Background: an optimization exercise with open tools, aiming at small area, a short achievable clock period and few clock cycles per item. Do not read the settings as production practice. No run shown here included a check of the RTL's function; only the layout flow was run. No activity file was given, so power comes from the tool's default toggle rates.

[config.mk]
export PLATFORM = sky130hd
export DESIGN_NAME = fft_mask_mult_pipe
export DESIGN_NICKNAME = fft_mask_mult_pipe
export VERILOG_FILES = /design/flow/design.v
export SDC_FILE = /design/flow/constraint.sdc
export NUM_CORES = 4
export LEC_CHECK = 0
export ABC_AREA = 1
export CAP_MARGIN = 20
export CORE_MARGIN = 2
export CORE_UTILIZATION = 40
export SETUP_SLACK_MARGIN = 3.2
export SLEW_MARGIN = 20
export TNS_END_PERCENT = 20
[constraint.sdc]
create_clock -name core_clock -period 7.0 [get_ports {clk_i}]
set_input_delay 1.4000 -clock core_clock [delete_from_list [all_inputs] [get_ports {clk_i}]]
set_output_delay 1.4000 -clock core_clock [all_outputs]
set_load 0.01 [all_outputs]
[design.v]
module fft_mm_tree (
    input  logic [15:0] x,
    input  logic [7:0]  one,
    input  logic [7:0]  two,
    input  logic [7:0]  neg,
    output logic [21:0] hi_a,
    output logic [21:0] hi_b,
    output logic [0:0]  lo_c
);
    logic [16:0] xe;
    assign xe = {x[15], x};
    logic pp1;
    logic pp2;
    logic pp3;
    logic pp4;
    logic pp5;
    logic pp6;
    logic pp7;
    logic pp8;
    logic pp9;
    logic pp10;
    logic pp11;
    logic pp12;
    logic pp13;
    logic pp14;
    logic pp15;
    logic pp16;
    logic pp17;
    logic pp18;
    logic pp19;
    logic pp20;
    logic pp21;
    logic pp22;
    logic pp23;
    logic pp24;
    logic pp25;
    logic pp26;
    logic pp27;
    logic pp28;
    logic pp29;
    logic pp30;
    logic pp31;
    logic pp32;
    logic pp33;
    logic pp34;
    logic pp35;
    logic pp36;
    logic pp37;
    logic pp38;
    logic pp39;
    logic pp40;
    logic pp41;
    logic pp42;
    logic pp43;
    logic pp44;
    logic pp45;
    logic pp46;
    logic pp47;
    logic pp48;
    logic pp49;
    logic pp50;
    logic pp51;
    logic pp52;
    logic pp53;
    logic pp54;
    logic pp55;
    logic pp56;
    logic pp57;
    logic pp58;
    logic pp59;
    logic pp60;
    logic pp61;
    logic pp62;
    logic pp63;
    logic pp64;
    logic pp65;
    logic pp66;
    logic pp67;
    logic pp68;
    logic pp69;
    logic pp70;
    logic pp71;
    logic pp72;
    logic pp73;
    logic pp74;
    logic pp75;
    logic pp76;
    logic pp77;
    logic pp78;
    logic pp79;
    logic pp80;
    logic pp81;
    logic pp82;
    logic pp83;
    logic pp84;
    logic pp85;
    logic pp86;
    logic pp87;
    logic pp88;
    logic pp89;
    logic pp90;
    logic pp91;
    logic pp92;
    logic pp93;
    logic pp94;
    logic pp95;
    logic pp96;
    logic pp97;
    logic pp98;
    logic pp99;
    logic pp100;
    logic pp101;
    logic pp102;
    logic pp103;
    logic pp104;
    logic pp105;
    logic pp106;
    logic pp107;
    logic pp108;
    logic pp109;
    logic pp110;
    logic pp111;
    logic pp112;
    logic pp113;
    logic pp114;
    logic pp115;
    logic pp116;
    logic pp117;
    logic pp118;
    logic pp119;
    logic pp120;
    logic pp121;
    logic pp122;
    logic pp123;
    logic pp124;
    logic pp125;
    logic pp126;
    logic pp127;
    logic pp128;
    logic pp129;
    logic pp130;
    logic pp131;
    logic pp132;
    logic pp133;
    logic pp134;
    logic pp135;
    logic pp136;
    logic s137;
    logic c138;
    logic s139;
    logic c140;
    logic s141;
    logic c142;
    logic s143;
    logic c144;
    logic s145;
    logic c146;
    logic s147;
    logic c148;
    logic s149;
    logic c150;
    logic s151;
    logic c152;
    logic s153;
    logic c154;
    logic s155;
    logic c156;
    logic s157;
    logic c158;
    logic s159;
    logic c160;
    logic s161;
    logic c162;
    logic s163;
    logic c164;
    logic s165;
    logic c166;
    logic s167;
    logic c168;
    logic s169;
    logic c170;
    logic s171;
    logic c172;
    logic s173;
    logic c174;
    logic s175;
    logic c176;
    logic s177;
    logic c178;
    logic s179;
    logic c180;
    logic s181;
    logic c182;
    logic s183;
    logic c184;
    logic s185;
    logic c186;
    logic s187;
    logic c188;
    logic s189;
    logic c190;
    logic s191;
    logic c192;
    logic s193;
    logic c194;
    logic s195;
    logic c196;
    logic s197;
    logic c198;
    logic s199;
    logic c200;
    logic s201;
    logic c202;
    logic s203;
    logic c204;
    logic s205;
    logic c206;
    logic s207;
    logic c208;
    logic s209;
    logic c210;
    logic s211;
    logic c212;
    logic s213;
    logic c214;
    logic s215;
    logic c216;
    logic s217;
    logic c218;
    logic s219;
    logic c220;
    logic s221;
    logic c222;
    logic s223;
    logic c224;
    logic s225;
    logic c226;
    logic s227;
    logic c228;
    logic s229;
    logic c230;
    logic s231;
    logic c232;
    logic s233;
    logic c234;
    logic s235;
    logic c236;
    logic s237;
    logic c238;
    logic s239;
    logic c240;
    logic s241;
    logic c242;
    logic s243;
    logic c244;
    logic s245;
    logic c246;
    logic s247;
    logic c248;
    logic s249;
    logic c250;
    logic s251;
    logic c252;
    logic s253;
    logic c254;
    logic s255;
    logic c256;
    logic s257;
    logic c258;
    logic s259;
    logic c260;
    logic s261;
    logic c262;
    logic s263;
    logic c264;
    logic s265;
    logic c266;
    logic s267;
    logic c268;
    logic s269;
    logic c270;
    logic s271;
    logic c272;
    logic s273;
    logic c274;
    logic s275;
    logic c276;
    logic s277;
    logic c278;
    logic s279;
    logic c280;
    logic s281;
    logic c282;
    logic s283;
    logic c284;
    logic s285;
    logic c286;
    logic s287;
    logic c288;
    logic s289;
    logic c290;
    logic s291;
    logic c292;
    logic s293;
    logic c294;
    logic s295;
    logic c296;
    logic s297;
    logic c298;
    logic s299;
    logic c300;
    logic s301;
    logic c302;
    logic s303;
    logic c304;
    logic s305;
    logic c306;
    logic s307;
    logic c308;
    logic s309;
    logic c310;
    logic s311;
    logic c312;
    logic s313;
    logic c314;
    logic s315;
    logic c316;
    logic s317;
    logic c318;
    logic s319;
    logic c320;
    logic s321;
    logic c322;
    logic s323;
    logic c324;
    logic s325;
    logic c326;
    logic s327;
    logic c328;
    logic s329;
    logic c330;
    logic s331;
    logic c332;
    logic s333;
    logic c334;
    logic s335;
    logic c336;
    logic s337;
    logic c338;
    logic s339;
    logic c340;
    logic s341;
    logic c342;
    logic s343;
    logic c344;
    logic s345;
    logic c346;
    logic s347;
    logic c348;
    logic s349;
    logic c350;
    logic s351;
    logic c352;
    logic s353;
    logic c354;
    logic s355;
    logic c356;
    logic s357;
    logic c358;
    logic s359;
    logic c360;
    assign pp1 = (one[0] & xe[0]) ^ neg[0];
    assign pp2 = ((one[0] & xe[1]) | (two[0] & xe[0])) ^ neg[0];
    assign pp3 = ((one[0] & xe[2]) | (two[0] & xe[1])) ^ neg[0];
    assign pp4 = ((one[0] & xe[3]) | (two[0] & xe[2])) ^ neg[0];
    assign pp5 = ((one[0] & xe[4]) | (two[0] & xe[3])) ^ neg[0];
    assign pp6 = ((one[0] & xe[5]) | (two[0] & xe[4])) ^ neg[0];
    assign pp7 = ((one[0] & xe[6]) | (two[0] & xe[5])) ^ neg[0];
    assign pp8 = ((one[0] & xe[7]) | (two[0] & xe[6])) ^ neg[0];
    assign pp9 = ((one[0] & xe[8]) | (two[0] & xe[7])) ^ neg[0];
    assign pp10 = ((one[0] & xe[9]) | (two[0] & xe[8])) ^ neg[0];
    assign pp11 = ((one[0] & xe[10]) | (two[0] & xe[9])) ^ neg[0];
    assign pp12 = ((one[0] & xe[11]) | (two[0] & xe[10])) ^ neg[0];
    assign pp13 = ((one[0] & xe[12]) | (two[0] & xe[11])) ^ neg[0];
    assign pp14 = ((one[0] & xe[13]) | (two[0] & xe[12])) ^ neg[0];
    assign pp15 = ((one[0] & xe[14]) | (two[0] & xe[13])) ^ neg[0];
    assign pp16 = ((one[0] & xe[15]) | (two[0] & xe[14])) ^ neg[0];
    assign pp17 = ~(((one[0] & xe[16]) | (two[0] & xe[15])) ^ neg[0]);
    assign pp18 = (one[1] & xe[0]) ^ neg[1];
    assign pp19 = ((one[1] & xe[1]) | (two[1] & xe[0])) ^ neg[1];
    assign pp20 = ((one[1] & xe[2]) | (two[1] & xe[1])) ^ neg[1];
    assign pp21 = ((one[1] & xe[3]) | (two[1] & xe[2])) ^ neg[1];
    assign pp22 = ((one[1] & xe[4]) | (two[1] & xe[3])) ^ neg[1];
    assign pp23 = ((one[1] & xe[5]) | (two[1] & xe[4])) ^ neg[1];
    assign pp24 = ((one[1] & xe[6]) | (two[1] & xe[5])) ^ neg[1];
    assign pp25 = ((one[1] & xe[7]) | (two[1] & xe[6])) ^ neg[1];
    assign pp26 = ((one[1] & xe[8]) | (two[1] & xe[7])) ^ neg[1];
    assign pp27 = ((one[1] & xe[9]) | (two[1] & xe[8])) ^ neg[1];
    assign pp28 = ((one[1] & xe[10]) | (two[1] & xe[9])) ^ neg[1];
    assign pp29 = ((one[1] & xe[11]) | (two[1] & xe[10])) ^ neg[1];
    assign pp30 = ((one[1] & xe[12]) | (two[1] & xe[11])) ^ neg[1];
    assign pp31 = ((one[1] & xe[13]) | (two[1] & xe[12])) ^ neg[1];
    assign pp32 = ((one[1] & xe[14]) | (two[1] & xe[13])) ^ neg[1];
    assign pp33 = ((one[1] & xe[15]) | (two[1] & xe[14])) ^ neg[1];
    assign pp34 = ~(((one[1] & xe[16]) | (two[1] & xe[15])) ^ neg[1]);
    assign pp35 = (one[2] & xe[0]) ^ neg[2];
    assign pp36 = ((one[2] & xe[1]) | (two[2] & xe[0])) ^ neg[2];
    assign pp37 = ((one[2] & xe[2]) | (two[2] & xe[1])) ^ neg[2];
    assign pp38 = ((one[2] & xe[3]) | (two[2] & xe[2])) ^ neg[2];
    assign pp39 = ((one[2] & xe[4]) | (two[2] & xe[3])) ^ neg[2];
    assign pp40 = ((one[2] & xe[5]) | (two[2] & xe[4])) ^ neg[2];
    assign pp41 = ((one[2] & xe[6]) | (two[2] & xe[5])) ^ neg[2];
    assign pp42 = ((one[2] & xe[7]) | (two[2] & xe[6])) ^ neg[2];
    assign pp43 = ((one[2] & xe[8]) | (two[2] & xe[7])) ^ neg[2];
    assign pp44 = ((one[2] & xe[9]) | (two[2] & xe[8])) ^ neg[2];
    assign pp45 = ((one[2] & xe[10]) | (two[2] & xe[9])) ^ neg[2];
    assign pp46 = ((one[2] & xe[11]) | (two[2] & xe[10])) ^ neg[2];
    assign pp47 = ((one[2] & xe[12]) | (two[2] & xe[11])) ^ neg[2];
    assign pp48 = ((one[2] & xe[13]) | (two[2] & xe[12])) ^ neg[2];
    assign pp49 = ((one[2] & xe[14]) | (two[2] & xe[13])) ^ neg[2];
    assign pp50 = ((one[2] & xe[15]) | (two[2] & xe[14])) ^ neg[2];
    assign pp51 = ~(((one[2] & xe[16]) | (two[2] & xe[15])) ^ neg[2]);
    assign pp52 = (one[3] & xe[0]) ^ neg[3];
    assign pp53 = ((one[3] & xe[1]) | (two[3] & xe[0])) ^ neg[3];
    assign pp54 = ((one[3] & xe[2]) | (two[3] & xe[1])) ^ neg[3];
    assign pp55 = ((one[3] & xe[3]) | (two[3] & xe[2])) ^ neg[3];
    assign pp56 = ((one[3] & xe[4]) | (two[3] & xe[3])) ^ neg[3];
    assign pp57 = ((one[3] & xe[5]) | (two[3] & xe[4])) ^ neg[3];
    assign pp58 = ((one[3] & xe[6]) | (two[3] & xe[5])) ^ neg[3];
    assign pp59 = ((one[3] & xe[7]) | (two[3] & xe[6])) ^ neg[3];
    assign pp60 = ((one[3] & xe[8]) | (two[3] & xe[7])) ^ neg[3];
    assign pp61 = ((one[3] & xe[9]) | (two[3] & xe[8])) ^ neg[3];
    assign pp62 = ((one[3] & xe[10]) | (two[3] & xe[9])) ^ neg[3];
    assign pp63 = ((one[3] & xe[11]) | (two[3] & xe[10])) ^ neg[3];
    assign pp64 = ((one[3] & xe[12]) | (two[3] & xe[11])) ^ neg[3];
    assign pp65 = ((one[3] & xe[13]) | (two[3] & xe[12])) ^ neg[3];
    assign pp66 = ((one[3] & xe[14]) | (two[3] & xe[13])) ^ neg[3];
    assign pp67 = ((one[3] & xe[15]) | (two[3] & xe[14])) ^ neg[3];
    assign pp68 = ~(((one[3] & xe[16]) | (two[3] & xe[15])) ^ neg[3]);
    assign pp69 = (one[4] & xe[0]) ^ neg[4];
    assign pp70 = ((one[4] & xe[1]) | (two[4] & xe[0])) ^ neg[4];
    assign pp71 = ((one[4] & xe[2]) | (two[4] & xe[1])) ^ neg[4];
    assign pp72 = ((one[4] & xe[3]) | (two[4] & xe[2])) ^ neg[4];
    assign pp73 = ((one[4] & xe[4]) | (two[4] & xe[3])) ^ neg[4];
    assign pp74 = ((one[4] & xe[5]) | (two[4] & xe[4])) ^ neg[4];
    assign pp75 = ((one[4] & xe[6]) | (two[4] & xe[5])) ^ neg[4];
    assign pp76 = ((one[4] & xe[7]) | (two[4] & xe[6])) ^ neg[4];
    assign pp77 = ((one[4] & xe[8]) | (two[4] & xe[7])) ^ neg[4];
    assign pp78 = ((one[4] & xe[9]) | (two[4] & xe[8])) ^ neg[4];
    assign pp79 = ((one[4] & xe[10]) | (two[4] & xe[9])) ^ neg[4];
    assign pp80 = ((one[4] & xe[11]) | (two[4] & xe[10])) ^ neg[4];
    assign pp81 = ((one[4] & xe[12]) | (two[4] & xe[11])) ^ neg[4];
    assign pp82 = ((one[4] & xe[13]) | (two[4] & xe[12])) ^ neg[4];
    assign pp83 = ((one[4] & xe[14]) | (two[4] & xe[13])) ^ neg[4];
    assign pp84 = ((one[4] & xe[15]) | (two[4] & xe[14])) ^ neg[4];
    assign pp85 = ~(((one[4] & xe[16]) | (two[4] & xe[15])) ^ neg[4]);
    assign pp86 = (one[5] & xe[0]) ^ neg[5];
    assign pp87 = ((one[5] & xe[1]) | (two[5] & xe[0])) ^ neg[5];
    assign pp88 = ((one[5] & xe[2]) | (two[5] & xe[1])) ^ neg[5];
    assign pp89 = ((one[5] & xe[3]) | (two[5] & xe[2])) ^ neg[5];
    assign pp90 = ((one[5] & xe[4]) | (two[5] & xe[3])) ^ neg[5];
    assign pp91 = ((one[5] & xe[5]) | (two[5] & xe[4])) ^ neg[5];
    assign pp92 = ((one[5] & xe[6]) | (two[5] & xe[5])) ^ neg[5];
    assign pp93 = ((one[5] & xe[7]) | (two[5] & xe[6])) ^ neg[5];
    assign pp94 = ((one[5] & xe[8]) | (two[5] & xe[7])) ^ neg[5];
    assign pp95 = ((one[5] & xe[9]) | (two[5] & xe[8])) ^ neg[5];
    assign pp96 = ((one[5] & xe[10]) | (two[5] & xe[9])) ^ neg[5];
    assign pp97 = ((one[5] & xe[11]) | (two[5] & xe[10])) ^ neg[5];
    assign pp98 = ((one[5] & xe[12]) | (two[5] & xe[11])) ^ neg[5];
    assign pp99 = ((one[5] & xe[13]) | (two[5] & xe[12])) ^ neg[5];
    assign pp100 = ((one[5] & xe[14]) | (two[5] & xe[13])) ^ neg[5];
    assign pp101 = ((one[5] & xe[15]) | (two[5] & xe[14])) ^ neg[5];
    assign pp102 = ~(((one[5] & xe[16]) | (two[5] & xe[15])) ^ neg[5]);
    assign pp103 = (one[6] & xe[0]) ^ neg[6];
    assign pp104 = ((one[6] & xe[1]) | (two[6] & xe[0])) ^ neg[6];
    assign pp105 = ((one[6] & xe[2]) | (two[6] & xe[1])) ^ neg[6];
    assign pp106 = ((one[6] & xe[3]) | (two[6] & xe[2])) ^ neg[6];
    assign pp107 = ((one[6] & xe[4]) | (two[6] & xe[3])) ^ neg[6];
    assign pp108 = ((one[6] & xe[5]) | (two[6] & xe[4])) ^ neg[6];
    assign pp109 = ((one[6] & xe[6]) | (two[6] & xe[5])) ^ neg[6];
    assign pp110 = ((one[6] & xe[7]) | (two[6] & xe[6])) ^ neg[6];
    assign pp111 = ((one[6] & xe[8]) | (two[6] & xe[7])) ^ neg[6];
    assign pp112 = ((one[6] & xe[9]) | (two[6] & xe[8])) ^ neg[6];
    assign pp113 = ((one[6] & xe[10]) | (two[6] & xe[9])) ^ neg[6];
    assign pp114 = ((one[6] & xe[11]) | (two[6] & xe[10])) ^ neg[6];
    assign pp115 = ((one[6] & xe[12]) | (two[6] & xe[11])) ^ neg[6];
    assign pp116 = ((one[6] & xe[13]) | (two[6] & xe[12])) ^ neg[6];
    assign pp117 = ((one[6] & xe[14]) | (two[6] & xe[13])) ^ neg[6];
    assign pp118 = ((one[6] & xe[15]) | (two[6] & xe[14])) ^ neg[6];
    assign pp119 = ~(((one[6] & xe[16]) | (two[6] & xe[15])) ^ neg[6]);
    assign pp120 = (one[7] & xe[0]) ^ neg[7];
    assign pp121 = ((one[7] & xe[1]) | (two[7] & xe[0])) ^ neg[7];
    assign pp122 = ((one[7] & xe[2]) | (two[7] & xe[1])) ^ neg[7];
    assign pp123 = ((one[7] & xe[3]) | (two[7] & xe[2])) ^ neg[7];
    assign pp124 = ((one[7] & xe[4]) | (two[7] & xe[3])) ^ neg[7];
    assign pp125 = ((one[7] & xe[5]) | (two[7] & xe[4])) ^ neg[7];
    assign pp126 = ((one[7] & xe[6]) | (two[7] & xe[5])) ^ neg[7];
    assign pp127 = ((one[7] & xe[7]) | (two[7] & xe[6])) ^ neg[7];
    assign pp128 = ((one[7] & xe[8]) | (two[7] & xe[7])) ^ neg[7];
    assign pp129 = ((one[7] & xe[9]) | (two[7] & xe[8])) ^ neg[7];
    assign pp130 = ((one[7] & xe[10]) | (two[7] & xe[9])) ^ neg[7];
    assign pp131 = ((one[7] & xe[11]) | (two[7] & xe[10])) ^ neg[7];
    assign pp132 = ((one[7] & xe[12]) | (two[7] & xe[11])) ^ neg[7];
    assign pp133 = ((one[7] & xe[13]) | (two[7] & xe[12])) ^ neg[7];
    assign pp134 = ((one[7] & xe[14]) | (two[7] & xe[13])) ^ neg[7];
    assign pp135 = ((one[7] & xe[15]) | (two[7] & xe[14])) ^ neg[7];
    assign pp136 = ~(((one[7] & xe[16]) | (two[7] & xe[15])) ^ neg[7]);
    assign s137 = neg[5] ^ pp11;
    assign c138 = neg[5] & pp11;
    assign s139 = pp12 ^ pp27;
    assign c140 = pp12 & pp27;
    assign s141 = neg[6] ^ pp103 ^ pp13;
    assign c142 = (neg[6] & pp103) | (neg[6] & pp13) | (pp103 & pp13);
    assign s143 = pp28 ^ pp43;
    assign c144 = pp28 & pp43;
    assign s145 = pp104 ^ pp14 ^ pp29;
    assign c146 = (pp104 & pp14) | (pp104 & pp29) | (pp14 & pp29);
    assign s147 = pp44 ^ pp59;
    assign c148 = pp44 & pp59;
    assign s149 = ~neg[7] ^ pp105 ^ pp120;
    assign c150 = (~neg[7] & pp105) | (~neg[7] & pp120) | (pp105 & pp120);
    assign s151 = pp15 ^ pp30 ^ pp45;
    assign c152 = (pp15 & pp30) | (pp15 & pp45) | (pp30 & pp45);
    assign s153 = pp60 ^ pp75;
    assign c154 = pp60 & pp75;
    assign s155 = neg[7] ^ pp106 ^ pp121;
    assign c156 = (neg[7] & pp106) | (neg[7] & pp121) | (pp106 & pp121);
    assign s157 = pp16 ^ pp31 ^ pp46;
    assign c158 = (pp16 & pp31) | (pp16 & pp46) | (pp31 & pp46);
    assign s159 = pp61 ^ pp76 ^ pp91;
    assign c160 = (pp61 & pp76) | (pp61 & pp91) | (pp76 & pp91);
    assign s161 = 1'b1 ^ pp107 ^ pp122;
    assign c162 = (1'b1 & pp107) | (1'b1 & pp122) | (pp107 & pp122);
    assign s163 = pp17 ^ pp32 ^ pp47;
    assign c164 = (pp17 & pp32) | (pp17 & pp47) | (pp32 & pp47);
    assign s165 = pp62 ^ pp77 ^ pp92;
    assign c166 = (pp62 & pp77) | (pp62 & pp92) | (pp77 & pp92);
    assign s167 = 1'b1 ^ pp108 ^ pp123;
    assign c168 = (1'b1 & pp108) | (1'b1 & pp123) | (pp108 & pp123);
    assign s169 = pp33 ^ pp48 ^ pp63;
    assign c170 = (pp33 & pp48) | (pp33 & pp63) | (pp48 & pp63);
    assign s171 = pp78 ^ pp93;
    assign c172 = pp78 & pp93;
    assign s173 = pp109 ^ pp124 ^ pp34;
    assign c174 = (pp109 & pp124) | (pp109 & pp34) | (pp124 & pp34);
    assign s175 = pp49 ^ pp64 ^ pp79;
    assign c176 = (pp49 & pp64) | (pp49 & pp79) | (pp64 & pp79);
    assign s177 = 1'b1 ^ pp110 ^ pp125;
    assign c178 = (1'b1 & pp110) | (1'b1 & pp125) | (pp110 & pp125);
    assign s179 = pp50 ^ pp65;
    assign c180 = pp50 & pp65;
    assign s181 = pp111 ^ pp126 ^ pp51;
    assign c182 = (pp111 & pp126) | (pp111 & pp51) | (pp126 & pp51);
    assign s183 = 1'b1 ^ pp112;
    assign c184 = 1'b1 & pp112;
    assign s185 = neg[3] ^ pp22;
    assign c186 = neg[3] & pp22;
    assign s187 = pp23 ^ pp38;
    assign c188 = pp23 & pp38;
    assign s189 = neg[4] ^ pp24 ^ pp39;
    assign c190 = (neg[4] & pp24) | (neg[4] & pp39) | (pp24 & pp39);
    assign s191 = pp54 ^ pp69;
    assign c192 = pp54 & pp69;
    assign s193 = pp10 ^ pp25 ^ pp40;
    assign c194 = (pp10 & pp25) | (pp10 & pp40) | (pp25 & pp40);
    assign s195 = pp55 ^ pp70;
    assign c196 = pp55 & pp70;
    assign s197 = pp26 ^ pp41 ^ pp56;
    assign c198 = (pp26 & pp41) | (pp26 & pp56) | (pp41 & pp56);
    assign s199 = pp71 ^ pp86 ^ s137;
    assign c200 = (pp71 & pp86) | (pp71 & s137) | (pp86 & s137);
    assign s201 = pp42 ^ pp57 ^ pp72;
    assign c202 = (pp42 & pp57) | (pp42 & pp72) | (pp57 & pp72);
    assign s203 = pp87 ^ c138 ^ s139;
    assign c204 = (pp87 & c138) | (pp87 & s139) | (c138 & s139);
    assign s205 = pp58 ^ pp73 ^ pp88;
    assign c206 = (pp58 & pp73) | (pp58 & pp88) | (pp73 & pp88);
    assign s207 = c140 ^ s143 ^ s141;
    assign c208 = (c140 & s143) | (c140 & s141) | (s143 & s141);
    assign s209 = pp74 ^ pp89 ^ c144;
    assign c210 = (pp74 & pp89) | (pp74 & c144) | (pp89 & c144);
    assign s211 = s147 ^ c142 ^ s145;
    assign c212 = (s147 & c142) | (s147 & s145) | (c142 & s145);
    assign s213 = pp90 ^ c148 ^ s153;
    assign c214 = (pp90 & c148) | (pp90 & s153) | (c148 & s153);
    assign s215 = c146 ^ s149 ^ s151;
    assign c216 = (c146 & s149) | (c146 & s151) | (s149 & s151);
    assign s217 = c154 ^ c150 ^ c152;
    assign c218 = (c154 & c150) | (c154 & c152) | (c150 & c152);
    assign s219 = s155 ^ s157 ^ s159;
    assign c220 = (s155 & s157) | (s155 & s159) | (s157 & s159);
    assign s221 = c156 ^ c158 ^ c160;
    assign c222 = (c156 & c158) | (c156 & c160) | (c158 & c160);
    assign s223 = s161 ^ s163 ^ s165;
    assign c224 = (s161 & s163) | (s161 & s165) | (s163 & s165);
    assign s225 = s171 ^ c162 ^ c164;
    assign c226 = (s171 & c162) | (s171 & c164) | (c162 & c164);
    assign s227 = c166 ^ s167 ^ s169;
    assign c228 = (c166 & s167) | (c166 & s169) | (s167 & s169);
    assign s229 = pp94 ^ c172 ^ c168;
    assign c230 = (pp94 & c172) | (pp94 & c168) | (c172 & c168);
    assign s231 = c170 ^ s173 ^ s175;
    assign c232 = (c170 & s173) | (c170 & s175) | (s173 & s175);
    assign s233 = pp80 ^ pp95 ^ s179;
    assign c234 = (pp80 & pp95) | (pp80 & s179) | (pp95 & s179);
    assign s235 = c174 ^ c176 ^ s177;
    assign c236 = (c174 & c176) | (c174 & s177) | (c176 & s177);
    assign s237 = pp66 ^ pp81 ^ pp96;
    assign c238 = (pp66 & pp81) | (pp66 & pp96) | (pp81 & pp96);
    assign s239 = c180 ^ c178 ^ s181;
    assign c240 = (c180 & c178) | (c180 & s181) | (c178 & s181);
    assign s241 = pp127 ^ pp67 ^ pp82;
    assign c242 = (pp127 & pp67) | (pp127 & pp82) | (pp67 & pp82);
    assign s243 = pp97 ^ s183 ^ c182;
    assign c244 = (pp97 & s183) | (pp97 & c182) | (s183 & c182);
    assign s245 = pp113 ^ pp128 ^ pp68;
    assign c246 = (pp113 & pp128) | (pp113 & pp68) | (pp128 & pp68);
    assign s247 = pp83 ^ pp98 ^ c184;
    assign c248 = (pp83 & pp98) | (pp83 & c184) | (pp98 & c184);
    assign s249 = 1'b1 ^ pp114 ^ pp129;
    assign c250 = (1'b1 & pp114) | (1'b1 & pp129) | (pp114 & pp129);
    assign s251 = pp84 ^ pp99;
    assign c252 = pp84 & pp99;
    assign s253 = pp100 ^ pp115 ^ pp130;
    assign c254 = (pp100 & pp115) | (pp100 & pp130) | (pp115 & pp130);
    assign s255 = 1'b1 ^ pp101;
    assign c256 = 1'b1 & pp101;
    assign s257 = neg[2] ^ pp20;
    assign c258 = neg[2] & pp20;
    assign s259 = pp21 ^ pp36;
    assign c260 = pp21 & pp36;
    assign s261 = pp37 ^ pp52 ^ pp7;
    assign c262 = (pp37 & pp52) | (pp37 & pp7) | (pp52 & pp7);
    assign s263 = pp53 ^ pp8 ^ c186;
    assign c264 = (pp53 & pp8) | (pp53 & c186) | (pp8 & c186);
    assign s265 = pp9 ^ c188 ^ s191;
    assign c266 = (pp9 & c188) | (pp9 & s191) | (c188 & s191);
    assign s267 = c192 ^ s195 ^ c190;
    assign c268 = (c192 & s195) | (c192 & c190) | (s195 & c190);
    assign s269 = c196 ^ c194 ^ s197;
    assign c270 = (c196 & c194) | (c196 & s197) | (c194 & s197);
    assign s271 = c198 ^ s201 ^ c200;
    assign c272 = (c198 & s201) | (c198 & c200) | (s201 & c200);
    assign s273 = c202 ^ s205 ^ c204;
    assign c274 = (c202 & s205) | (c202 & c204) | (s205 & c204);
    assign s275 = c206 ^ s209 ^ c208;
    assign c276 = (c206 & s209) | (c206 & c208) | (s209 & c208);
    assign s277 = c210 ^ s213 ^ c212;
    assign c278 = (c210 & s213) | (c210 & c212) | (s213 & c212);
    assign s279 = c214 ^ c216 ^ s217;
    assign c280 = (c214 & c216) | (c214 & s217) | (c216 & s217);
    assign s281 = c218 ^ c220 ^ s221;
    assign c282 = (c218 & c220) | (c218 & s221) | (c220 & s221);
    assign s283 = c222 ^ c224 ^ s225;
    assign c284 = (c222 & c224) | (c222 & s225) | (c224 & s225);
    assign s285 = c226 ^ c228 ^ s229;
    assign c286 = (c226 & c228) | (c226 & s229) | (c228 & s229);
    assign s287 = s233 ^ c230 ^ c232;
    assign c288 = (s233 & c230) | (s233 & c232) | (c230 & c232);
    assign s289 = s237 ^ c234 ^ c236;
    assign c290 = (s237 & c234) | (s237 & c236) | (c234 & c236);
    assign s291 = c238 ^ s241 ^ c240;
    assign c292 = (c238 & s241) | (c238 & c240) | (s241 & c240);
    assign s293 = c242 ^ s245 ^ s247;
    assign c294 = (c242 & s245) | (c242 & s247) | (s245 & s247);
    assign s295 = s251 ^ c246 ^ s249;
    assign c296 = (s251 & c246) | (s251 & s249) | (c246 & s249);
    assign s297 = pp85 ^ c252 ^ c250;
    assign c298 = (pp85 & c252) | (pp85 & c250) | (c252 & c250);
    assign s299 = pp116 ^ pp131 ^ s255;
    assign c300 = (pp116 & pp131) | (pp116 & s255) | (pp131 & s255);
    assign s301 = pp102 ^ pp117 ^ pp132;
    assign c302 = (pp102 & pp117) | (pp102 & pp132) | (pp117 & pp132);
    assign s303 = 1'b1 ^ pp118;
    assign c304 = 1'b1 & pp118;
    assign s305 = neg[1] ^ pp18;
    assign c306 = neg[1] & pp18;
    assign s307 = pp19 ^ pp4;
    assign c308 = pp19 & pp4;
    assign s309 = pp35 ^ pp5 ^ s257;
    assign c310 = (pp35 & pp5) | (pp35 & s257) | (pp5 & s257);
    assign s311 = pp6 ^ c258 ^ s259;
    assign c312 = (pp6 & c258) | (pp6 & s259) | (c258 & s259);
    assign s313 = c260 ^ s185 ^ s261;
    assign c314 = (c260 & s185) | (c260 & s261) | (s185 & s261);
    assign s315 = s187 ^ c262 ^ s263;
    assign c316 = (s187 & c262) | (s187 & s263) | (c262 & s263);
    assign s317 = s189 ^ c264 ^ s265;
    assign c318 = (s189 & c264) | (s189 & s265) | (c264 & s265);
    assign s319 = s193 ^ c266 ^ s267;
    assign c320 = (s193 & c266) | (s193 & s267) | (c266 & s267);
    assign s321 = s199 ^ c268 ^ s269;
    assign c322 = (s199 & c268) | (s199 & s269) | (c268 & s269);
    assign s323 = s203 ^ c270 ^ s271;
    assign c324 = (s203 & c270) | (s203 & s271) | (c270 & s271);
    assign s325 = s207 ^ c272 ^ s273;
    assign c326 = (s207 & c272) | (s207 & s273) | (c272 & s273);
    assign s327 = s211 ^ c274 ^ s275;
    assign c328 = (s211 & c274) | (s211 & s275) | (c274 & s275);
    assign s329 = s215 ^ c276 ^ s277;
    assign c330 = (s215 & c276) | (s215 & s277) | (c276 & s277);
    assign s331 = s219 ^ c278 ^ s279;
    assign c332 = (s219 & c278) | (s219 & s279) | (c278 & s279);
    assign s333 = s223 ^ c280 ^ s281;
    assign c334 = (s223 & c280) | (s223 & s281) | (c280 & s281);
    assign s335 = s227 ^ c282 ^ s283;
    assign c336 = (s227 & c282) | (s227 & s283) | (c282 & s283);
    assign s337 = s231 ^ c284 ^ s285;
    assign c338 = (s231 & c284) | (s231 & s285) | (c284 & s285);
    assign s339 = s235 ^ c286 ^ s287;
    assign c340 = (s235 & c286) | (s235 & s287) | (c286 & s287);
    assign s341 = s239 ^ c288 ^ s289;
    assign c342 = (s239 & c288) | (s239 & s289) | (c288 & s289);
    assign s343 = s243 ^ c290 ^ s291;
    assign c344 = (s243 & c290) | (s243 & s291) | (c290 & s291);
    assign s345 = c244 ^ s293 ^ c292;
    assign c346 = (c244 & s293) | (c244 & c292) | (s293 & c292);
    assign s347 = c248 ^ s295 ^ c294;
    assign c348 = (c248 & s295) | (c248 & c294) | (s295 & c294);
    assign s349 = s253 ^ c296 ^ s297;
    assign c350 = (s253 & c296) | (s253 & s297) | (c296 & s297);
    assign s351 = c254 ^ s299 ^ c298;
    assign c352 = (c254 & s299) | (c254 & c298) | (s299 & c298);
    assign s353 = c256 ^ s301 ^ c300;
    assign c354 = (c256 & s301) | (c256 & c300) | (s301 & c300);
    assign s355 = pp133 ^ s303 ^ c302;
    assign c356 = (pp133 & s303) | (pp133 & c302) | (s303 & c302);
    assign s357 = pp119 ^ pp134 ^ c304;
    assign c358 = (pp119 & pp134) | (pp119 & c304) | (pp134 & c304);
    assign s359 = 1'b1 ^ pp135;
    assign c360 = 1'b1 & pp135;
    logic [30:0] ra, rb;
    logic [9:0] lo_sum;
    assign ra = {pp136, s359, s357, s355, s353, c350, s349, s347, c344, c342, c340, c338, c336, c334, c332, c330, c328, c326, c324, c322, c320, c318, c316, c314, c312, c310, c308, c306, pp3, pp2, neg[0]};
    assign rb = {c360, c358, c356, c354, c352, s351, c348, c346, s345, s343, s341, s339, s337, s335, s333, s331, s329, s327, s325, s323, s321, s319, s317, s315, s313, s311, s309, s307, s305, 1'b0, pp1};
    assign lo_sum = {1'b0, ra[8:0]} + {1'b0, rb[8:0]};
    assign lo_c = lo_sum[9:9];
    assign hi_a = ra[30:9];
    assign hi_b = rb[30:9];
endmodule
module fft_mask_mult_pipe (
    input  logic               clk_i,
    input  logic               rst_i,
    input  logic               clr_i,
    input  logic               in_valid_i,
    output logic               in_ready_o,
    input  logic signed [15:0] in_re_i,
    input  logic signed [15:0] in_im_i,
    input  logic signed [15:0] mask_i,
    input  logic               in_last_i,
    output logic               out_valid_o,
    input  logic               out_ready_i,
    output logic signed [15:0] out_re_o,
    output logic signed [15:0] out_im_o,
    output logic [8:0]         out_bin_o,
    output logic               out_last_o,
    output logic               sat_o,
    output logic               frame_err_o
);
    logic        en, accept, last_v;
    logic [8:0]  cnt_q, cnt_d, cnt_inc;
    logic        ferr_q, ferr_d, sat_q, sat_d;
    assign en         = !last_v || out_ready_i;
    assign in_ready_o = en;
    assign accept     = in_valid_i && en;
    assign cnt_inc = cnt_q[8] ? 9'd0 : cnt_q + 9'd1;
    always_comb begin
        cnt_d  = cnt_q;
        ferr_d = ferr_q;
        if (accept) begin
            if (clr_i) begin
                cnt_d = 9'd1;
            end else if (in_last_i && !cnt_q[8]) begin
                ferr_d = 1'b1;
                cnt_d  = 9'd0;
            end else begin
                if (!in_last_i && cnt_q[8]) ferr_d = 1'b1;
                cnt_d = cnt_inc;
            end
        end else if (clr_i) begin
            cnt_d = 9'd0;
        end
        if (clr_i) ferr_d = 1'b0;
    end
    logic        fi_m, fi_re, fi_im;
    assign fi_m  = (mask_i == 16'h8000);
    assign fi_re = fi_m && (in_re_i == 16'h8000);
    assign fi_im = fi_m && (in_im_i == 16'h8000);
    logic [7:0] i_one, i_two, i_neg;
    logic [16:0] i_mext;
    assign i_mext = {mask_i, 1'b0};
    always_comb begin
        for (int i = 0; i < 8; i++) begin
            i_one[i] = i_mext[2*i+1] ^ i_mext[2*i];
            i_two[i] = (i_mext[2*i+2] & ~i_mext[2*i+1] & ~i_mext[2*i]) |
                        (~i_mext[2*i+2] & i_mext[2*i+1] & i_mext[2*i]);
            i_neg[i] = i_mext[2*i+2];
        end
    end
    logic        a_v_q, a_z_q, a_ovf_q;
    logic [15:0] a_re_q, a_im_q;
    logic [7:0]  a_one_q, a_two_q, a_neg_q;
    always_ff @(posedge clk_i) begin
        if (en) begin
            a_re_q  <= {in_re_i[15:1], in_re_i[0] | fi_re};
            a_im_q  <= {in_im_i[15:1], in_im_i[0] | fi_im};
            a_ovf_q <= fi_re || fi_im;
            a_z_q   <= clr_i || (cnt_q == 9'd0);
            a_one_q <= i_one;
            a_two_q <= i_two;
            a_neg_q <= i_neg;
        end
    end
    logic [7:0] t_one, t_two, t_neg;
    assign t_one = a_one_q;
    assign t_two = a_two_q;
    assign t_neg = a_neg_q;
    logic [21:0] re_ha, re_hb, re_hc, im_ha, im_hb, im_hc;
    logic [0:0] re_lc, im_lc;
    assign re_hc = '0;
    assign im_hc = '0;
    fft_mm_tree u_re (.x(a_re_q), .one(t_one), .two(t_two), .neg(t_neg),
                      .hi_a(re_ha), .hi_b(re_hb), .lo_c(re_lc));
    fft_mm_tree u_im (.x(a_im_q), .one(t_one), .two(t_two), .neg(t_neg),
                      .hi_a(im_ha), .hi_b(im_hb), .lo_c(im_lc));
    logic [21:0] b_re_a, b_re_b, b_re_x, b_im_a, b_im_b, b_im_x;
    logic [0:0] b_re_c, b_im_c;
    logic        b_v_q, b_z_q, b_ovf_q;
    always_ff @(posedge clk_i) begin
        if (en) begin
            b_re_a  <= re_ha;
            b_re_b  <= re_hb;
            b_re_x  <= re_hc;
            b_re_c  <= re_lc;
            b_im_a  <= im_ha;
            b_im_b  <= im_hb;
            b_im_x  <= im_hc;
            b_im_c  <= im_lc;
            b_ovf_q <= a_ovf_q;
            b_z_q   <= a_z_q;
        end
    end
    logic [21:0] s_re, s_im;
    logic [15:0] r_re, r_im;
    assign s_re = b_re_a + b_re_b + b_re_x + {21'd0, b_re_c};
    assign s_im = b_im_a + b_im_b + b_im_x + {21'd0, b_im_c};
    assign r_re = s_re[21:6];
    assign r_im = s_im[21:6];
    logic [15:0] o_re_q, o_im_q;
    logic [8:0]  o_bin_q;
    logic        o_v_q;
    always_ff @(posedge clk_i) begin
        if (en) begin
            o_re_q <= r_re;
            o_im_q <= r_im;
        end
        if (en && b_v_q) begin
            o_bin_q <= b_z_q ? 9'd0 : (o_bin_q[8] ? 9'd0 : o_bin_q + 9'd1);
        end
    end
    assign last_v      = o_v_q;
    assign out_re_o    = o_re_q;
    assign out_im_o    = o_im_q;
    assign out_bin_o   = o_bin_q;
    assign out_last_o  = o_bin_q[8];
    always_comb begin
        sat_d = sat_q;
        if (en && b_v_q && b_ovf_q) sat_d = 1'b1;
        if (clr_i) sat_d = 1'b0;
    end
    always_ff @(posedge clk_i or posedge rst_i) begin
        if (rst_i) begin
            a_v_q <= 1'b0;
            b_v_q <= 1'b0;
            o_v_q <= 1'b0;
            cnt_q  <= 9'd0;
            ferr_q <= 1'b0;
            sat_q  <= 1'b0;
        end else begin
            if (en) begin
                a_v_q <= in_valid_i;
                b_v_q <= a_v_q;
                o_v_q <= b_v_q;
            end
            cnt_q  <= cnt_d;
            ferr_q <= ferr_d;
            sat_q  <= sat_d;
        end
    end
    assign out_valid_o = last_v;
    assign sat_o       = sat_q;
    assign frame_err_o = ferr_q;
endmodule
[flow/run.sh]
#!/bin/bash
# Own layout flow: the standard flow, with two changes.
#  1. After the standard synthesis, flow/fixpol.py re-chooses the polarity of
#     full-adder and xor cells so fewer inverters sit between them (the
#     netlist's function, registers and ports are unchanged).
#  2. Ports are buffered with buf_2 cells (BUFFER_PORTS_ARGS) instead of the
#     default pick.
# Each tool's full output goes to a log file in this folder.
set -euo pipefail
R=orfs/results/sky130hd/fft_mask_mult_pipe/base
export BUFFER_PORTS_ARGS="-buffer_cell sky130_fd_sc_hd__buf_2"
bash standard.sh synth > synth.log 2>&1
cp $R/1_2_yosys.v 1_2_yosys_standard.v
python3 flow/fixpol.py $R/1_2_yosys.v > fixpol.log 2>&1
rm -f $R/1_synth.odb $R/1_synth.sdc
bash standard.sh synth > synth_odb.log 2>&1
bash standard.sh finish > finish.log 2>&1
[flow/fixpol.py]
#!/usr/bin/env python3
"""Re-choose the polarity of full-adder cells in a mapped sky130 netlist.

A full adder is self-dual: FA(~a,~b,~c) = (~cout, ~sum).  Synthesis leaves
inverters between adder cells; this pass picks, for each fa cell, whether it
computes the true or the complemented values so that as few inverters as
possible remain, then rewrites the netlist.  Registers, ports and every other
cell are untouched; the logic function is unchanged.
usage: fixpol.py netlist.v  (rewrites it in place)
"""
import re, sys, random

path = sys.argv[1]
src = open(path).read()
m = re.search(r'\bmodule\s+(\S+)\s*\(', src)
lines = src.split('\n')

OUTPINS = {'X', 'Y', 'Q', 'Q_N', 'SUM', 'COUT', 'HI', 'LO'}
cell_re = re.compile(r'^\s*(sky130_fd_sc_hd__\w+)\s+(\S+)\s*\($')
pin_re = re.compile(r'^\s*\.(\w+)\((.*)\),?$')

cells = []      # dict: type, name, pins{pin:net}, start, end (line idx)
i = 0
ports_out = set()
ports_in = set()
while i < len(lines):
    ln = lines[i]
    mm = cell_re.match(ln)
    if mm:
        c = {'type': mm.group(1), 'name': mm.group(2), 'pins': {}, 'start': i}
        j = i + 1
        while not lines[j].strip().startswith(');'):
            pm = pin_re.match(lines[j])
            assert pm, lines[j]
            c['pins'][pm.group(1)] = pm.group(2).strip()
            j += 1
        c['end'] = j
        cells.append(c)
        i = j + 1
        continue
    pm = re.match(r'^\s*output\s+(\[\d+:\d+\]\s+)?(\S+);', ln)
    if pm:
        ports_out.add(pm.group(2))
    pm = re.match(r'^\s*input\s+(\[\d+:\d+\]\s+)?(\S+);', ln)
    if pm:
        ports_in.add(pm.group(2))
    i += 1
assert not any(l.strip().startswith('assign') for l in lines), 'assign statements not handled'

def base(net):
    n = net.strip()
    if n.startswith('\\'):
        n = n.split()[0][1:]
    return re.sub(r'\[\d+\]$', '', n)

def is_port(net):
    return base(net) in ports_out or base(net) in ports_in

def is_inv(c):
    return re.match(r'sky130_fd_sc_hd__(inv|clkinv|clkinvlp)_\d+$', c['type']) is not None

def is_fa(c):
    return re.match(r'sky130_fd_sc_hd__fa_\d+$', c['type']) is not None

driver = {}
for c in cells:
    for p, n in c['pins'].items():
        if p in OUTPINS:
            driver[n] = (c, p)

# removable inverters: output not a port
rem = [c for c in cells if is_inv(c) and not is_port(c['pins']['Y'])]
rem_out = {c['pins']['Y']: c for c in rem}

def root(net):
    par = 0
    while net in rem_out:
        net = rem_out[net]['pins']['A']
        par ^= 1
    return net, par

def is_xor(c):
    return re.match(r'sky130_fd_sc_hd__x(n?)or[23]_\d+$', c['type']) is not None

fas = [c for c in cells if is_fa(c) or is_xor(c)]
for k, c in enumerate(fas):
    c['fid'] = k
    c['xor'] = is_xor(c)
# forbid flipping an FA whose outputs are ports
fixed_fa = set()
def outs(c):
    return [c['pins'][p] for p in ('SUM', 'COUT', 'X', 'Y') if p in c['pins']]
for c in fas:
    if any(is_port(n) for n in outs(c)):
        fixed_fa.add(c['fid'])

# consumers: per root net, list of (cell, pin, parity)
cons = {}
for c in cells:
    if c in rem:
        continue
    for p, n in c['pins'].items():
        if p in OUTPINS:
            continue
        r, par = root(n)
        cons.setdefault(r, []).append((c, p, par))
# output ports consume their net with parity 0 (they are never removable outputs)
drv_fa = {}
for c in fas:
    for n in outs(c):
        drv_fa[n] = c['fid']

f = [0] * len(fas)
touch = {}
for r, lst in cons.items():
    ids = set()
    if r in drv_fa:
        ids.add(drv_fa[r])
    for c, p, par in lst:
        if 'fid' in c:
            ids.add(c['fid'])
    for k in ids:
        touch.setdefault(k, set()).add(r)
for r in drv_fa:
    touch.setdefault(drv_fa[r], set()).add(r)

def cost(r):
    d = f[drv_fa[r]] if r in drv_fa else 0
    for c, p, par in cons.get(r, []):
        if c.get('xor'):
            continue
        need = par ^ (f[c['fid']] if 'fid' in c else 0)
        if need != d:
            return 1
    return 0

before = sum(cost(r) for r in cons)
def descend():
    improved = True
    while improved:
        improved = False
        order = list(range(len(fas)))
        rng.shuffle(order)
        for k in order:
            if k in fixed_fa:
                continue
            rs = touch.get(k, ())
            c0 = sum(cost(r) for r in rs)
            f[k] ^= 1
            c1 = sum(cost(r) for r in rs)
            if c1 < c0 or (c1 == c0 and rng.random() < 0.3 and False):
                improved = True
            else:
                f[k] ^= 1
rng = random.Random(1)
best = None
for trial in range(40):
    if trial:
        # perturb the best solution
        f[:] = best_f
        for k in rng.sample(range(len(fas)), max(1, len(fas) // 8)):
            if k not in fixed_fa:
                f[k] ^= 1
    descend()
    cst = sum(cost(r) for r in cons)
    if best is None or cst < best:
        best, best_f = cst, f[:]
f[:] = best_f
after = sum(cost(r) for r in cons)
print(f'fa cells {len(fas)}, flipped {sum(f)}, removable inverters {len(rem)}, '
      f'inverters needed before {before}, after {after}')

# rebuild
newcells = []
newwires = []
inv_of = {}
def inv_net(r):
    if r not in inv_of:
        nm = f'_fp_{len(inv_of)}_'
        inv_of[r] = nm
        newwires.append(nm)
        ra = r + ' ' if r.startswith('\\') else r
        newcells.append(f'  sky130_fd_sc_hd__inv_1 _fpi_{len(inv_of)}_ (\n    .A({ra}),\n    .Y({nm})\n  );')
    return inv_of[r]
for c in fas:
    c['tflip'] = f[c['fid']] if c['xor'] else 0
for r, lst in cons.items():
    d = f[drv_fa[r]] if r in drv_fa else 0
    for c, p, par in lst:
        if c.get('xor'):
            c['pins'][p] = r
            c['tflip'] ^= par ^ d
            continue
        need = par ^ (f[c['fid']] if 'fid' in c else 0)
        c['pins'][p] = r if need == d else inv_net(r)
for c in fas:
    if c['xor'] and c['tflip']:
        t = c['type']
        c['type'] = t.replace('__xnor', '__xor') if '__xnor' in t else t.replace('__xor', '__xnor')
        if '2_' in c['type']:
            pins = c['pins']
            if 'X' in pins:
                pins['Y'] = pins.pop('X')
            else:
                pins['X'] = pins.pop('Y')
# emit
out = []
skip = set()
for c in rem:
    skip.update(range(c['start'], c['end'] + 1))
dead = set(rem_out.keys())
starts = {c['start']: c for c in cells if c not in rem}
i = 0
while i < len(lines):
    if i in skip:
        i += 1
        continue
    if i in starts:
        c = starts[i]
        out.append(f"  {c['type']} {c['name']} (")
        items = list(c['pins'].items())
        for k, (p, n) in enumerate(items):
            if n.startswith('\\'):
                n = n + ' '
            out.append(f"    .{p}({n})" + (',' if k < len(items) - 1 else ''))
        out.append('  );')
        i = c['end'] + 1
        continue
    ln = lines[i]
    wm = re.match(r'^\s*wire\s+(\S+(?: )?);$', ln)
    if wm and wm.group(1).strip() in {d.strip() for d in dead} and not is_port(wm.group(1)):
        i += 1
        continue
    if ln.strip() == 'endmodule':
        out.extend(newcells)
    out.append(ln)
    if re.match(r'^\s*module\s', ln):
        pass
    i += 1
# declare new wires after the module header's port list
txt = '\n'.join(out)
k = txt.index(');', txt.index('module ')) + 2
txt = txt[:k] + '\n' + ''.join(f'  wire {w};\n' for w in newwires) + txt[k:]
open(path, 'w').write(txt)
[standard.sh]
#!/bin/bash
# synth_recipe.tcl (not shown) runs the flow's synth.tcl, then flattens the netlist and writes it again
# the make line also repeats each setting of config.mk as NAME=value (left out here)
make -C /OpenROAD-flow-scripts/flow DESIGN_CONFIG=/design/flow/config.mk WORK_HOME=/design/flow/orfs CLKGATE_MAP_FILE= SYNTH_SCRIPT=/design/flow/synth_recipe.tcl "${@:-finish}"
==> results.sh, run 1 <==
export IMPL_reg2reg_slack_ns=3.22
export IMPL_io_pins=100
export IMPL_antenna_found_initial=0
export IMPL_final_common_cell="nand2_1"
export IMPL_die_w_um=219
export IMPL_final_cell_mix="244 x nand2_1, 238 x o22ai_1, 204 x xor2_1"
export IMPL_portBuffers=99
export IMPL_syn_area_mm2=0.0185
export IMPL_holdPathEnd="b_z_q"
export IMPL_fmaxAchievable_ghz=0.264
export IMPL_n_antenna_cell=0
export IMPL_clock_sinks=205
export IMPL_syn2layout_area_growth_pct=11.2
export IMPL_start_util=0.407
export IMPL_grt_first_pass_wirelength_um=81000
export IMPL_grt_usage=0.216
export IMPL_die_h_um=219
export IMPL_hold_ws_ns=0.428
export IMPL_fp_row_count=78
export IMPL_fin_crit_sh=0.540
export IMPL_path_class="reg -> reg"
export IMPL_r2r_start="a_neg_q[3]"
export IMPL_maxSlewHeadroom=0.457
export IMPL_met3_length_um=4420
export IMPL_rsz0062_at_grt="true"
export IMPL_skew_ns=0.0197
export IMPL_final_instance_count_excl_fill=2558
export IMPL_r2r_end="b_im_b[7]"
export IMPL_cts_root_buffer="clkbuf_16"
export IMPL_critPathCaptureType="flip-flop"
export IMPL_worstHoldStart="a_z_q"
export IMPL_drtIter0Drc=1415
export IMPL_hold_viol_final=0
export IMPL_met2WireLength_um=22800
export IMPL_place_inst=2488
export IMPL_core_mm2=0.0456
export IMPL_syn_num_nets=2190
export IMPL_cts_tree="yes"
export IMPL_first_global_vias=14481
export IMPL_r2r_worst_path_cells=7
export IMPL_comb_power_share=0.664
export IMPL_clk_latency_ns=0.56
export IMPL_syn_avg_cell_area_um2=9.92
export IMPL_cts_made_buffers=26
export IMPL_fin_util=0.452
export IMPL_critical_path_peak_fanout=27
export IMPL_clkPwrFrac=0.114
export IMPL_hold_buffers=0
export IMPL_routed_top_layer="met4"
export IMPL_tightest_slew_ns=0.812
export IMPL_drc=0
export IMPL_die_area_mm2=0.0481
export IMPL_p_seq_frac=0.223
export IMPL_hold_path_class="reg -> reg"
export IMPL_power_density_mw_per_mm2=607
export IMPL_met1_length_um=22000
export IMPL_ant_nets=0
export IMPL_p_leak_nw=8.63
export IMPL_cap_violations=0
export IMPL_cp_arrival_ns=4.07
export IMPL_grt_ovfl_total=0
export IMPL_gp_congestion=0.934
export IMPL_slew_violations=0
export IMPL_swShare=0.454
export IMPL_wire_per_inst_um=20.1
export IMPL_setup_viol=0
export IMPL_htree_num_levels=1
export IMPL_synth_cells=1868
export IMPL_first_pass_iters=6
export IMPL_dp_hpwl_um=36200
export IMPL_layout_drive_gt1_share=0.109
export IMPL_power_w=0.0125
export IMPL_min_period_ns=3.78
export IMPL_power_internal_w=0.00683
export IMPL_ir_drop_mv=0.261
export IMPL_whs_path_depth=0
export IMPL_final_nets=2260
export IMPL_drt_total_wl_um=51300
export IMPL_p_sw_w=0.00568
export IMPL_clock_path_buffers=3
export IMPL_clkTransAtPathRegs_ns=0.06
export IMPL_startpoint_type="flip-flop"
export IMPL_vias=14347
export IMPL_grt_max_degree=72
export IMPL_avgViaCountPerCell=5.61
export IMPL_tns_ns=0
export IMPL_required_ns=7.29
export IMPL_status="no timing/DRC/antenna violations"
export IMPL_synth_warnings=1
state kept, by name (all words and copies together), names as in the netlist, 8 cells and up:
signal and count:
o_im_q 16, a_neg_q 8, b_re_a 22, o_re_q 16, b_im_b 22, a_re_q 16, a_im_q 16, o_bin_q 9
b_re_b 22, a_one_q 8, b_im_a 22, a_two_q 8, cnt_q 9
per-layer routing:
| metal | GRT usage | vias to the layer above |
|---|---|---|
| met2 | 0.337 | 707 |
| met3 | 0.0352 | 151 |
| li1 | - | 6560 |
| met4 | 0.0860 | 0 |
| met5 | 0 | - |
| met1 | 0.299 | 6929 |
critical path, stage by stage (launching register included):
cell and delay [ns]:
edfxtp_1 0.32, buf_4 0.47, inv_1 0.49, xnor2_1 0.32
fa_1 0.47, fa_1 0.46, fa_1 0.49, fa_1 0.48
through the flow:
stage	cell area, um2	worst slack, ns
CTS	20500	3.18
floorplan	18500	3.30
global route	20600	3.16
detailed placement	19500	2.99
global placement	19500	3.02
finish	20600	3.22
power by group through the flow:
stage / clock network (W) / registers, W / logic (W)
global placement: 0 / 0.00280 / 0.00797
floorplan: 0 / 0.00279 / 0.00581
finish: 0.00142 / 0.00279 / 0.00830
global route: 0.00151 / 0.00284 / 0.00952
CTS: 0.00147 / 0.00279 / 0.00832
detailed placement: 0 / 0.00281 / 0.00821
final cells by class:
cell class	instances	area, um2
flip-flops and latches	205	6090
multi-input cells	1365	11200
clock buffers	32	694
inverters	195	792
repair buffers	143	838
clock inverters	16	208
fillers	4335	25000
repair inverters	2	12.5
well taps	600	751
repair_timing:
action / in CTS / in global routing
setup endpoints to repair: 29 / 27
buffers inserted: 7 / 13
gates resized for setup: 8 / 8
cloned: 1 / 1
worst max-delay path by stage:
stage	to	depth (start not counted)	slack, ns	startpoint
after floorplan	in_ready_o	2	3.30	out_ready_i
after global placement	b_re_c	11	3.02	a_one_q[3]
after detailed placement	b_re_c	11	2.99	a_one_q[3]
after CTS	b_im_b[6]	7	3.18	a_neg_q[2]
after global routing	b_re_c	12	3.16	a_two_q[3]
final	b_im_b[7]	7	3.22	a_neg_q[3]
==> run 2: changes to the inputs <==
--- a/design.v
+++ b/design.v
@@ -846,33 +846,26 @@
     assign s_im = b_im_a + b_im_b + b_im_x + {21'd0, b_im_c};
     assign r_re = s_re[21:6];
     assign r_im = s_im[21:6];
-    logic [15:0] o_re_q, o_im_q;
-    logic [8:0]  o_bin_q;
-    logic        o_v_q;
+    logic [8:0]  b_bin_q;
     always_ff @(posedge clk_i) begin
-        if (en) begin
-            o_re_q <= r_re;
-            o_im_q <= r_im;
-        end
-        if (en && b_v_q) begin
-            o_bin_q <= b_z_q ? 9'd0 : (o_bin_q[8] ? 9'd0 : o_bin_q + 9'd1);
+        if (en && a_v_q) begin
+            b_bin_q <= a_z_q ? 9'd0 : (b_bin_q[8] ? 9'd0 : b_bin_q + 9'd1);
         end
     end
-    assign last_v      = o_v_q;
-    assign out_re_o    = o_re_q;
-    assign out_im_o    = o_im_q;
-    assign out_bin_o   = o_bin_q;
-    assign out_last_o  = o_bin_q[8];
+    assign last_v      = b_v_q;
+    assign out_re_o    = r_re;
+    assign out_im_o    = r_im;
+    assign out_bin_o   = b_bin_q;
+    assign out_last_o  = b_bin_q[8];
     always_comb begin
         sat_d = sat_q;
-        if (en && b_v_q && b_ovf_q) sat_d = 1'b1;
+        if (en && a_v_q && a_ovf_q) sat_d = 1'b1;
         if (clr_i) sat_d = 1'b0;
     end
     always_ff @(posedge clk_i or posedge rst_i) begin
         if (rst_i) begin
             a_v_q <= 1'b0;
             b_v_q <= 1'b0;
-            o_v_q <= 1'b0;
             cnt_q  <= 9'd0;
             ferr_q <= 1'b0;
             sat_q  <= 1'b0;
@@ -880,7 +873,6 @@
             if (en) begin
                 a_v_q <= in_valid_i;
                 b_v_q <= a_v_q;
-                o_v_q <= b_v_q;
             end
             cnt_q  <= cnt_d;
             ferr_q <= ferr_d;
--- a/config.mk
+++ b/config.mk
@@ -9,6 +9,6 @@
 export CAP_MARGIN = 20
 export CORE_MARGIN = 2
 export CORE_UTILIZATION = 40
-export SETUP_SLACK_MARGIN = 3.2
+export SETUP_SLACK_MARGIN = 3.8
 export SLEW_MARGIN = 20
 export TNS_END_PERCENT = 20
==> results.sh, run 2 <==
export IMPL_cts_made_buffers=17
export IMPL_grt_usage=0.246
export IMPL_grt_ovfl_total=0
export IMPL_r2r_end="b_im_b[7]"
export IMPL_r2r_worst_path_cells=8
export IMPL_skew_ns=0.0105
export IMPL_use_met2=0.377
export IMPL_place_inst=2438
export IMPL_dp_hpwl_um=36100
export IMPL_n_fill_cell=3749
export IMPL_synth_warnings=1
export IMPL_hold_buffers=0
export IMPL_drt_total_wl_um=55300
export IMPL_vias=15121
export IMPL_final_instance_count_excl_fill=2649
export IMPL_htree_num_levels=4
export IMPL_cp_top_family="compound AO/OA/AOI/OAI gates"
export IMPL_tns_ns=0
export IMPL_top_usage_layer="met2"
export IMPL_first_global_vias=14800
export IMPL_n_antenna_cell=0
export IMPL_syn_area_mm2=0.0175
export IMPL_met1_usage=0.336
export IMPL_portBuffers=99
export IMPL_clkTransAtPathRegs_ns=0.08
export IMPL_final_common_cell="o22ai_1"
export IMPL_stdcell_area_mm2=0.0221
export IMPL_place_area_mm2=0.0184
export IMPL_crit_start="b_re_a[5]"
export IMPL_die_h_um=213
export IMPL_worstHoldStart="a_v_q"
export IMPL_holdPathEnd="b_v_q"
export IMPL_cts_root_buffer="clkbuf_16"
export IMPL_drc=0
export IMPL_ant_nets=0
export IMPL_clk_latency_ns=0.45
export IMPL_gp_congestion=0.913
export IMPL_io_pins=100
export IMPL_startpoint_type="flip-flop"
export IMPL_min_period_ns=3.55
export IMPL_die_w_um=213
export IMPL_die_area_mm2=0.0454
export IMPL_critPathCaptureType="primary output"
export IMPL_rsz0062_at_grt="true"
export IMPL_status="no timing/DRC/antenna violations"
export IMPL_slowest_delay_ns=0.42
export IMPL_hold_viol_final=0
export IMPL_multi_input_area_mm2=0.0124
export IMPL_ir_drop_mv=0.261
export IMPL_fin_crit_sh=0.507
export IMPL_slowest_stage="edfxtp_1"
export IMPL_start_util=0.406
export IMPL_fmaxAchievable_ghz=0.282
export IMPL_path_class="reg -> out"
export IMPL_cp_cell_sequence="ha_4 > nand2_1 > o21ai_0 > a21o_1 > xor2_1 > buf_2"
export IMPL_met3_usage=0.0499
export IMPL_power_density_mw_per_mm2=479
export IMPL_maxSlewHeadroom=0.377
export IMPL_path_depth=6
export IMPL_cts_tree="yes"
export IMPL_r2r_start="a_two_q[4]"
export IMPL_whs_path_depth=2
export IMPL_syn_avg_cell_area_um2=9.52
export IMPL_core_mm2=0.0431
export IMPL_setup_viol=0
export IMPL_reg2reg_slack_ns=3.53
export IMPL_regArea_mm2=0.00504
export IMPL_syn2layout_area_growth_pct=26.3
export IMPL_grt_first_pass_wirelength_um=84800
export IMPL_tightest_slew_ns=0.934
export IMPL_antenna_found_initial=0
export IMPL_synth_cells=1836
export IMPL_first_pass_iters=5
export IMPL_wire_per_inst_um=20.9
export IMPL_final_cell_mix="217 x o22ai_1, 205 x xor2_1, 205 x nand2_1"
export IMPL_dp_slack_ns=2.93
export IMPL_cap_violations=0
export IMPL_cp_arrival_ns=2.15
export IMPL_setup_ws_ns=3.45
export IMPL_p_leak_nw=9.00
export IMPL_drtIter0Drc=1715
export IMPL_path_buf_inv=1
export IMPL_avgViaCountPerCell=5.71
export IMPL_critical_path_peak_fanout=4
export IMPL_clock_path_buffers=2
export IMPL_final_nets=2373
export IMPL_hold_path_class="reg -> reg"
export IMPL_grt_max_degree=151
export IMPL_slew_violations=0
export IMPL_clock_sinks=170
export IMPL_layout_drive_gt1_share=0.292
export IMPL_syn_num_nets=2158
export IMPL_fp_row_count=76
export IMPL_required_ns=5.60
==> run 2: routing by layer <==
metal | up-vias | wire length, um
met5 | - | 0
met4 | 0 | 2660
met3 | 202 | 5310
met2 | 930 | 24800
met1 | 7302 | 22600
li1 | 6687 | -
==> run 2: through the flow <==
stage,hold slack [ns],util,power (W)
6_report,0.473,0.513,0.0106
5_1_grt,0.514,0.513,0.0115
4_1_cts,0.471,0.496,0.00996
3_5_place_dp,0.463,0.427,0.00824
3_3_place_gp,0.458,0.427,0.00809
2_1_floorplan,0.435,-,0.00625
==> run 2: layout make-up <==
cell class              instances  share of cell area
clock buffers                  18              0.0194
clock inverters                14             0.00578
inverters                     196              0.0411
multi-input cells            1367               0.561
flip-flops and latches        170               0.228
well taps                     585              0.0332
repair buffers                296               0.111
repair inverters                3             0.00102
==> run 2: how the worst max path moves through the flow <==
| stage | end | slack, ns |
|---|---|---|
| finish | out_re_o[0] | 3.45 |
| global route | out_im_o[14] | 3.33 |
| CTS | out_re_o[10] | 3.43 |
| detailed placement | b_re_b[11] | 2.93 |
| global placement | b_im_b[10] | 2.98 |
| floorplan | in_ready_o | 2.34 |
==> run 2: what timing repair did <==
item / CTS / global route
gates resized for setup: 245 / 122
pin swaps: 48 / 64
setup endpoints to repair: 98 / 88
cloned: 9 / 0
setup buffers: 143 / 27
==> run 2: worst register-to-register path: cells and delay by family (launching register included) <==
kind | cells | cell delay, ns
buffers and inverters | 2 | 0.46
adder cells (fa/ha/maj) | 4 | 1.90
XOR/XNOR | 1 | 0.13
AO/OA/AOI/OAI | 1 | 0.23
flip-flops | 1 | 0.49
==> run 2: where the power goes <==
part / leakage (nW) / switching (W) / internal, W
clock: 0.278 / 0.000457 / 0.000471
combinational: 6.96 / 0.00424 / 0.00334
sequential: 1.76 / 0.000257 / 0.00181
total: 9.00 / 0.00496 / 0.00562

[afterwards: timing with drivers on the ports]
Ports are ideal in the flow. The routed layouts listed here were re-timed in OpenROAD. Step 1: set_driving_cell puts a clkbuf_16 on clk_i and a buf_2 on each other input, an assumption about the parent block. Step 2 times the ports against the registers' clock, not the clock port: input delays grow and output delays shrink by t, the midpoint of the rising clock arrivals with the driver on. Three values: no drivers, after step 1, after step 2; two values: the first two.
run	t, ns	setup WS [ns]	worst slew at a driven data input, ns	pins driven straight from the clock port
run 1	0.604	3.218 / 3.218 / 3.218	0.06	1
run 2	0.497	3.451 / 3.402 / 3.492	0.06	1
After both steps setup and hold are still met in every run listed.
